Context: an optimization exercise on an open-source flow, tuned for a short achievable clock period and few clock cycles per item. The choices shown serve that exercise and are no tape-out recipe. The RTL was checked by simulation tests, not by an equivalence proof against the original design. Power figures rest on the tool's default switching activity, not on a simulated workload.

// cpu_multiciclo
module cpu_multiciclo #(
    parameter int DATA_W    = 32,
    parameter int ADDR_W    = 10,
    parameter int REG_COUNT = 32
) (
    input  logic              clock,
    input  logic              reset,
    output logic [ADDR_W-1:0] imem_addr,
    input  logic [31:0]       imem_data,
    output logic [ADDR_W-1:0] dmem_addr,
    output logic [DATA_W-1:0] dmem_wdata,
    output logic              dmem_we,
    input  logic [DATA_W-1:0] dmem_rdata,
    input  logic [DATA_W-1:0] in_data,
    input  logic              in_valid,
    output logic              in_ready,
    output logic [DATA_W-1:0] out_data,
    output logic [1:0]        out_sel,
    output logic              out_valid,
    output logic              halted
);
Size in the first run: ~8300 cells after synthesis, ~1400 flip-flops.
export LEC_CHECK = 0
export CAP_MARGIN = 20
export CORE_MARGIN = 2
export CORE_UTILIZATION = 35
export SETUP_SLACK_MARGIN = 3.2
export SLEW_MARGIN = 20
create_clock -name core_clock -period 6.0 [get_ports {clock}]
standard.sh (not shown) runs the stock make flow with config.mk's settings and CLKGATE_MAP_FILE= SYNTH_SCRIPT=/design/flow/synth_recipe.tcl, a recipe that flattens the netlist after the stock synthesis.
==> flow/flow/run.sh <==
#!/bin/bash
# Standard ORFS layout with three changes to how cells are chosen:
#  - resizing may swap cells across footprints (MATCH_CELL_FOOTPRINT=0),
#  - port buffers are buf_4 cells (upsizable) instead of delay buffers,
#  - slow high-stack gates (4-input OR/NOR/AND, 2111/41/311 AOI/OAI,
#    3-input OR/NOR) are added to the don't-use list, so ABC maps around them.
# Registers are unchanged: the same RTL, flip-flop mapping and names.
set -euo pipefail
DU=" sky130_fd_sc_hd__probe_p_8 sky130_fd_sc_hd__probec_p_8 sky130_fd_sc_hd__lpflow_bleeder_1 sky130_fd_sc_hd__lpflow_clkbufkapwr_1 sky130_fd_sc_hd__lpflow_clkbufkapwr_16 sky130_fd_sc_hd__lpflow_clkbufkapwr_2 sky130_fd_sc_hd__lpflow_clkbufkapwr_4 sky130_fd_sc_hd__lpflow_clkbufkapwr_8 sky130_fd_sc_hd__lpflow_clkinvkapwr_1 sky130_fd_sc_hd__lpflow_clkinvkapwr_16 sky130_fd_sc_hd__lpflow_clkinvkapwr_2 sky130_fd_sc_hd__lpflow_clkinvkapwr_4 sky130_fd_sc_hd__lpflow_clkinvkapwr_8 sky130_fd_sc_hd__lpflow_decapkapwr_12 sky130_fd_sc_hd__lpflow_decapkapwr_3 sky130_fd_sc_hd__lpflow_decapkapwr_4 sky130_fd_sc_hd__lpflow_decapkapwr_6 sky130_fd_sc_hd__lpflow_decapkapwr_8 sky130_fd_sc_hd__lpflow_inputiso0n_1 sky130_fd_sc_hd__lpflow_inputiso0p_1 sky130_fd_sc_hd__lpflow_inputiso1n_1 sky130_fd_sc_hd__lpflow_inputiso1p_1 sky130_fd_sc_hd__lpflow_inputisolatch_1 sky130_fd_sc_hd__lpflow_isobufsrc_1 sky130_fd_sc_hd__lpflow_isobufsrc_16 sky130_fd_sc_hd__lpflow_isobufsrc_2 sky130_fd_sc_hd__lpflow_isobufsrc_4 sky130_fd_sc_hd__lpflow_isobufsrc_8 sky130_fd_sc_hd__lpflow_isobufsrckapwr_16 sky130_fd_sc_hd__lpflow_lsbuf_lh_hl_isowell_tap_1 sky130_fd_sc_hd__lpflow_lsbuf_lh_hl_isowell_tap_2 sky130_fd_sc_hd__lpflow_lsbuf_lh_hl_isowell_tap_4 sky130_fd_sc_hd__lpflow_lsbuf_lh_isowell_4 sky130_fd_sc_hd__lpflow_lsbuf_lh_isowell_tap_1 sky130_fd_sc_hd__lpflow_lsbuf_lh_isowell_tap_2 sky130_fd_sc_hd__lpflow_lsbuf_lh_isowell_tap_4 sky130_fd_sc_hd__a2111o_1 sky130_fd_sc_hd__a2111o_2 sky130_fd_sc_hd__a2111o_4 sky130_fd_sc_hd__a2111oi_0 sky130_fd_sc_hd__a2111oi_1 sky130_fd_sc_hd__a2111oi_2 sky130_fd_sc_hd__a2111oi_4 sky130_fd_sc_hd__and4_1 sky130_fd_sc_hd__and4_2 sky130_fd_sc_hd__and4_4 sky130_fd_sc_hd__and4b_1 sky130_fd_sc_hd__and4b_2 sky130_fd_sc_hd__and4b_4 sky130_fd_sc_hd__and4bb_1 sky130_fd_sc_hd__and4bb_2 sky130_fd_sc_hd__and4bb_4 sky130_fd_sc_hd__nor4_1 sky130_fd_sc_hd__nor4_2 sky130_fd_sc_hd__nor4_4 sky130_fd_sc_hd__nor4b_1 sky130_fd_sc_hd__nor4b_2 sky130_fd_sc_hd__nor4b_4 sky130_fd_sc_hd__nor4bb_1 sky130_fd_sc_hd__nor4bb_2 sky130_fd_sc_hd__nor4bb_4 sky130_fd_sc_hd__o2111a_1 sky130_fd_sc_hd__o2111a_2 sky130_fd_sc_hd__o2111a_4 sky130_fd_sc_hd__o2111ai_1 sky130_fd_sc_hd__o2111ai_2 sky130_fd_sc_hd__o2111ai_4 sky130_fd_sc_hd__or4_1 sky130_fd_sc_hd__or4_2 sky130_fd_sc_hd__or4_4 sky130_fd_sc_hd__or4b_1 sky130_fd_sc_hd__or4b_2 sky130_fd_sc_hd__or4b_4 sky130_fd_sc_hd__or4bb_1 sky130_fd_sc_hd__or4bb_2 sky130_fd_sc_hd__or4bb_4 sky130_fd_sc_hd__a2bb2o_1 sky130_fd_sc_hd__a2bb2o_2 sky130_fd_sc_hd__a2bb2o_4 sky130_fd_sc_hd__a311o_1 sky130_fd_sc_hd__a311o_2 sky130_fd_sc_hd__a311o_4 sky130_fd_sc_hd__a311oi_1 sky130_fd_sc_hd__a311oi_2 sky130_fd_sc_hd__a311oi_4 sky130_fd_sc_hd__a41o_1 sky130_fd_sc_hd__a41o_2 sky130_fd_sc_hd__a41o_4 sky130_fd_sc_hd__a41oi_1 sky130_fd_sc_hd__a41oi_2 sky130_fd_sc_hd__a41oi_4 sky130_fd_sc_hd__nor3_1 sky130_fd_sc_hd__nor3_2 sky130_fd_sc_hd__nor3_4 sky130_fd_sc_hd__nor3b_1 sky130_fd_sc_hd__nor3b_2 sky130_fd_sc_hd__nor3b_4 sky130_fd_sc_hd__o2bb2a_1 sky130_fd_sc_hd__o2bb2a_2 sky130_fd_sc_hd__o2bb2a_4 sky130_fd_sc_hd__o311a_1 sky130_fd_sc_hd__o311a_2 sky130_fd_sc_hd__o311a_4 sky130_fd_sc_hd__o311ai_0 sky130_fd_sc_hd__o311ai_1 sky130_fd_sc_hd__o311ai_2 sky130_fd_sc_hd__o311ai_4 sky130_fd_sc_hd__o41a_1 sky130_fd_sc_hd__o41a_2 sky130_fd_sc_hd__o41a_4 sky130_fd_sc_hd__o41ai_1 sky130_fd_sc_hd__o41ai_2 sky130_fd_sc_hd__o41ai_4 sky130_fd_sc_hd__or3_1 sky130_fd_sc_hd__or3_2 sky130_fd_sc_hd__or3_4 sky130_fd_sc_hd__or3b_1 sky130_fd_sc_hd__or3b_2 sky130_fd_sc_hd__or3b_4 "
bash standard.sh MATCH_CELL_FOOTPRINT=0 \
  "BUFFER_PORTS_ARGS=-buffer_cell sky130_fd_sc_hd__buf_4" \
  "DONT_USE_CELLS=$DU" \
  finish > orfs_make.log 2>&1
The first run finished clean.
Testbench counts at the start, summed over its fixed seeds: cycles 45,400, instrs 40,944.
==> next run, changes <==
- CORE_UTILIZATION: 35 -> 38
- SETUP_SLACK_MARGIN: 3.2 -> 3.0
- TNS_END_PERCENT: unset -> 20
After rerunning:
- The new run finished with timing, DRC and antenna clean
- final cell count shrinks by a few percent
- utilization climbs by 0.68 points
- power is lower by a few percent
- sequential power barely changes
- worst setup slack is worse by 0.12 ns
- synthesized cell count is unchanged
- global-route usage rises by 2.1 points
- worst hold slack barely changes
- final area falls by a few percent

[what the ideal ports hide]
Ports are ideal in the flow. The routed layouts listed here were re-timed in OpenROAD. Step 1 assumes that a clkbuf_16 drives the clock port and a buf_2 every other input. Step 2 also shifts input and output timing later by t, the mid clock arrival at the registers, as if the neighbouring blocks saw the same clock. a / b / c = no drivers / after step 1 / after step 2; a / b = the first two.
run	t, ns	slack for setup (ns)	hold slack, ns	worst slew at a driven data input, ns
the first run	0.967	2.654 / 2.377 / 1.410	0.345 / 0.345 / 0.345	0.46
the second run	0.961	2.539 / 2.174 / 1.213	0.344 / 0.344 / 0.344	0.49
After both steps every run listed still meets setup and hold. For the second run, which loses most, drivers alone change the setup slack by -0.365 ns; drivers and shift together by -1.326 ns.
